This is an optimization exercise on Yosys and OpenROAD, whose aim is small area, a short achievable clock period and few clock cycles per item, not a production implementation. In this exercise RTL edits were held to simulation tests only and were not proved equivalent to the original.

// muldiv_ctrl
module muldiv_ctrl (
  input  logic            clk,
  input  logic            resetn,
  input  logic            op_valid,
  input  logic [1:0]      mult,
  input  logic [1:0]      div,
  input  logic [1:0]      mfhl,
  input  logic [1:0]      mthl,
  input  logic [XLEN-1:0] src_a,
  input  logic [XLEN-1:0] src_b,
  input  logic            flush,
  output logic            stall,
  output logic            busy,
  output logic [XLEN-1:0] hi,
  output logic [XLEN-1:0] lo,
  output logic [XLEN-1:0] mf_data
);
Size: about 180 flip-flops, about 170 I/O pins, about 0.024 mm2 of cells after synthesis.
Settings: LEC_CHECK=0, ABC_CLOCK_PERIOD_IN_PS=5000, CAP_MARGIN=20, CORE_MARGIN=2, CORE_UTILIZATION=40, SETUP_SLACK_MARGIN=4, SLEW_MARGIN=20; clock period 10.0 ns.
run.sh (not shown) runs the stock make flow with config.mk's settings and CLKGATE_MAP_FILE= SYNTH_SCRIPT=/design/flow/synth_recipe.tcl, a recipe that flattens the netlist after the stock synthesis.
Testbench counts at the start, summed over its fixed seeds: cycles 13,461, items 4,800.
Next try:
- ABC_AREA: default -> 1
- ABC_CLOCK_PERIOD_IN_PS: 5000 -> default
- TNS_END_PERCENT: default -> 10
What happened: The changed run passed the timing, design-rule and antenna checks; area after synthesis went down by 4.9%; setup slack gets worse by 46 ps; fmax decreases by 0.75%.
Next try:
==> flow/flow/run.sh (new file) <==
#!/bin/bash
# Layout: the standard flow (standard.sh), with two resizer settings changed:
# MATCH_CELL_FOOTPRINT=0 lets sizing pick any drive strength of a cell, and the
# port buffers are plain buffers (buf_2) instead of delay cells.  Every port
# still gets its buffer.  The full make output goes to standard_flow.log.
set -euo pipefail
bash standard.sh MATCH_CELL_FOOTPRINT=0 "BUFFER_PORTS_ARGS=-buffer_cell sky130_fd_sc_hd__buf_2" finish > standard_flow.log 2>&1
==> flow/standard.sh (new file) <==
#!/bin/bash
# synth_recipe.tcl (not shown) runs the flow's synth.tcl, then flattens the netlist and writes it again
# the make line also repeats each setting of config.mk as NAME=value (left out here)
make -C /OpenROAD-flow-scripts/flow DESIGN_CONFIG=/design/flow/config.mk WORK_HOME=/design/flow/orfs CLKGATE_MAP_FILE= SYNTH_SCRIPT=/design/flow/synth_recipe.tcl "${@:-finish}"
- SETUP_SLACK_MARGIN: 4 -> 5
- TNS_END_PERCENT: 10 -> default
removed: flow/run.sh
What happened:
- global-route usage rises by 2.9 points
- count of clock-buffer cells in the layout falls by 1
- worst setup slack improved by 450 ps
- register-to-register slack improved by 450 ps
- clock skew falls by 5.3 ps
- via count rises by 7.4%
- sequential cell count does not change
- final area rises by 14%
- critical path depth falls by 3
Next try:
==> flow/run.sh (new file) <==
#!/bin/bash
# synth_recipe.tcl (not shown) runs the flow's synth.tcl, then flattens the netlist and writes it again
# the make line also repeats each setting of config.mk as NAME=value (left out here)
make -C /OpenROAD-flow-scripts/flow DESIGN_CONFIG=/design/flow/config.mk WORK_HOME=/design/flow/orfs CLKGATE_MAP_FILE= SYNTH_SCRIPT=/design/flow/synth_recipe.tcl finish
- SETUP_SLACK_MARGIN: 5 -> 4
removed: flow/flow/run.sh
removed: flow/standard.sh
Utilization came out lower by 6.2 points.
Synthesized area is unchanged.
Fmax came out lower by a few percent.
Wire length came out lower by a little under a tenth.
Via count came out lower by a few percent.
Setup slack loses 340 ps.
Die area stays the same.
First-iteration DRC count came out lower by about a fifth.
Design area came out lower by roughly a tenth.
Next try:
- ABC_AREA: 1 -> default
- ABC_CLOCK_PERIOD_IN_PS: default -> 4500
- SETUP_SLACK_MARGIN: 4 -> 5
After rerunning: Wire length climbs by about 5%. Count of clock-buffer cells in the layout does not change. Design area came out higher by 19%.

* * *

Another version of the RTL of muldiv_ctrl (not shown whole).
Size in the first run: ~180 flip-flops, about 170 I/O pins, roughly 23,000 um^2 of cells after synthesis.
## muldiv_ctrl
module muldiv_ctrl (
  input  logic            clk,
  input  logic            resetn,
  input  logic            op_valid,
  input  logic [1:0]      mult,
  input  logic [1:0]      div,
  input  logic [1:0]      mfhl,
  input  logic [1:0]      mthl,
  input  logic [XLEN-1:0] src_a,
  input  logic [XLEN-1:0] src_b,
  input  logic            flush,
  output logic            stall,
  output logic            busy,
  output logic [XLEN-1:0] hi,
  output logic [XLEN-1:0] lo,
  output logic [XLEN-1:0] mf_data
);
clock: 10.0 ns
lec_check: 0
abc_area: 1
cap_margin: 20
core_margin: 2
core_utilization: 50
setup_slack_margin: 4
slew_margin: 20
standard.sh (not shown) runs the stock make flow with config.mk's settings and CLKGATE_MAP_FILE= SYNTH_SCRIPT=/design/flow/synth_recipe.tcl, a recipe that flattens the netlist after the stock synthesis.
==> flow/flow/run.sh <==
#!/bin/bash
# Layout: the standard flow (standard.sh), with two resizer settings changed:
# MATCH_CELL_FOOTPRINT=0 lets sizing pick any drive strength of a cell, and the
# port buffers are plain buffers (buf_2) instead of delay cells.  Every port
# still gets its buffer.  The full make output goes to standard_flow.log.
set -euo pipefail
bash standard.sh MATCH_CELL_FOOTPRINT=0 "BUFFER_PORTS_ARGS=-buffer_cell sky130_fd_sc_hd__buf_2" finish > standard_flow.log 2>&1
Testbench counts at the start, summed over its fixed seeds: cycles 13,461, items 4,800.
Next try:
--- a/flow/config.mk
+++ b/flow/config.mk
@@ -11,2 +11,2 @@
-export CORE_UTILIZATION = 50
-export SETUP_SLACK_MARGIN = 4
+export CORE_UTILIZATION = 40
+export SETUP_SLACK_MARGIN = 3.5
Sequential share of layout area went up by 0.61 points. Global-route usage went down by 9.8 points. Worst setup slack is worse by 0.34 ns. First-iteration DRC count went down by 20%. Cell area went down by 3.2%.
Next try:
==> flow/flow/run.sh (replaced) <==
#!/bin/bash
# Layout: the standard flow (standard.sh), with two resizer settings changed:
# MATCH_CELL_FOOTPRINT=0 lets sizing pick any drive strength of a cell, and the
# port buffers are plain buffers (buf_1) instead of delay cells.  Every port
# still gets its buffer.  The full make output goes to standard_flow.log.
set -euo pipefail
bash standard.sh MATCH_CELL_FOOTPRINT=0 "BUFFER_PORTS_ARGS=-buffer_cell sky130_fd_sc_hd__buf_1" finish > standard_flow.log 2>&1
--- a/flow/config.mk
+++ b/flow/config.mk
@@ -12 +12 @@
-export SETUP_SLACK_MARGIN = 3.5
+export SETUP_SLACK_MARGIN = 4.25
Core utilization goes up by 3.3 points.
Via count goes up slightly.
Next try:
==> flow/flow/run.sh (replaced) <==
#!/bin/bash
# Layout: the standard flow (standard.sh), with two resizer settings changed:
# MATCH_CELL_FOOTPRINT=0 lets sizing pick any drive strength of a cell, and the
# port buffers are plain buffers (buf_2) instead of delay cells.  Every port
# still gets its buffer.  The full make output goes to standard_flow.log.
set -euo pipefail
bash standard.sh MATCH_CELL_FOOTPRINT=0 "BUFFER_PORTS_ARGS=-buffer_cell sky130_fd_sc_hd__buf_2" finish > standard_flow.log 2>&1
--- a/flow/config.mk
+++ b/flow/config.mk
@@ -12 +12 @@
-export SETUP_SLACK_MARGIN = 4.25
+export SETUP_SLACK_MARGIN = 4
Via count goes down slightly. Wire length rose by a few percent. Sequential share of layout area goes up by 0.69 points. Count of clock-buffer cells in the layout stays the same. Synthesized cell count stays the same. Global-route usage grows by 1.1 points. Setup slack loses 0.11 ns. Non-clock buffer count came out lower by 49. Sequential cell count is unchanged. Fmax falls slightly.

[static timing again, ports no longer ideal]
The flow's constraints put no driver on any port. The routed layouts listed below were extracted and timed again, unchanged, in two steps. Step 1 assumes that a clkbuf_16 drives the clock port and a buf_2 every other input. Step 2 times the ports against the registers' clock, not the clock port: input delays grow and output delays shrink by t, the midpoint of the rising clock arrivals with the driver on. Three values: ideal ports, drivers, drivers and shift; two values: the first two.
run | t, ns | slack for setup (ns) | worst slew at a driven data input, ns
the first run of note 1 | 0.573 | 3.987 / 4.013 / 3.443 | 0.04
the second run of note 1 | 0.558 | 3.941 / 3.941 / 3.496 | 0.06
the third run of note 1 | 0.580 | 4.392 / 4.392 / 4.357 | 0.09
the fourth run of note 1 | 0.558 | 4.048 / 4.048 / 3.568 | 0.06
the fifth run of note 1 | 0.560 | 4.132 / 4.132 / 4.132 | 0.06
the first run of note 2 | 0.565 | 3.943 / 3.943 / 3.735 | 0.04
the second run of note 2 | 0.566 | 3.606 / 3.606 / 3.291 | 0.04
the third run of note 2 | 0.569 | 4.257 / 4.257 / 3.804 | 0.05
the fourth run of note 2 | 0.573 | 4.148 / 4.148 / 3.722 | 0.07
After both steps every run listed still meets setup and hold. For the first run of note 1, which loses most, drivers alone change the setup slack by +0.026 ns; drivers and shift together by -0.544 ns.
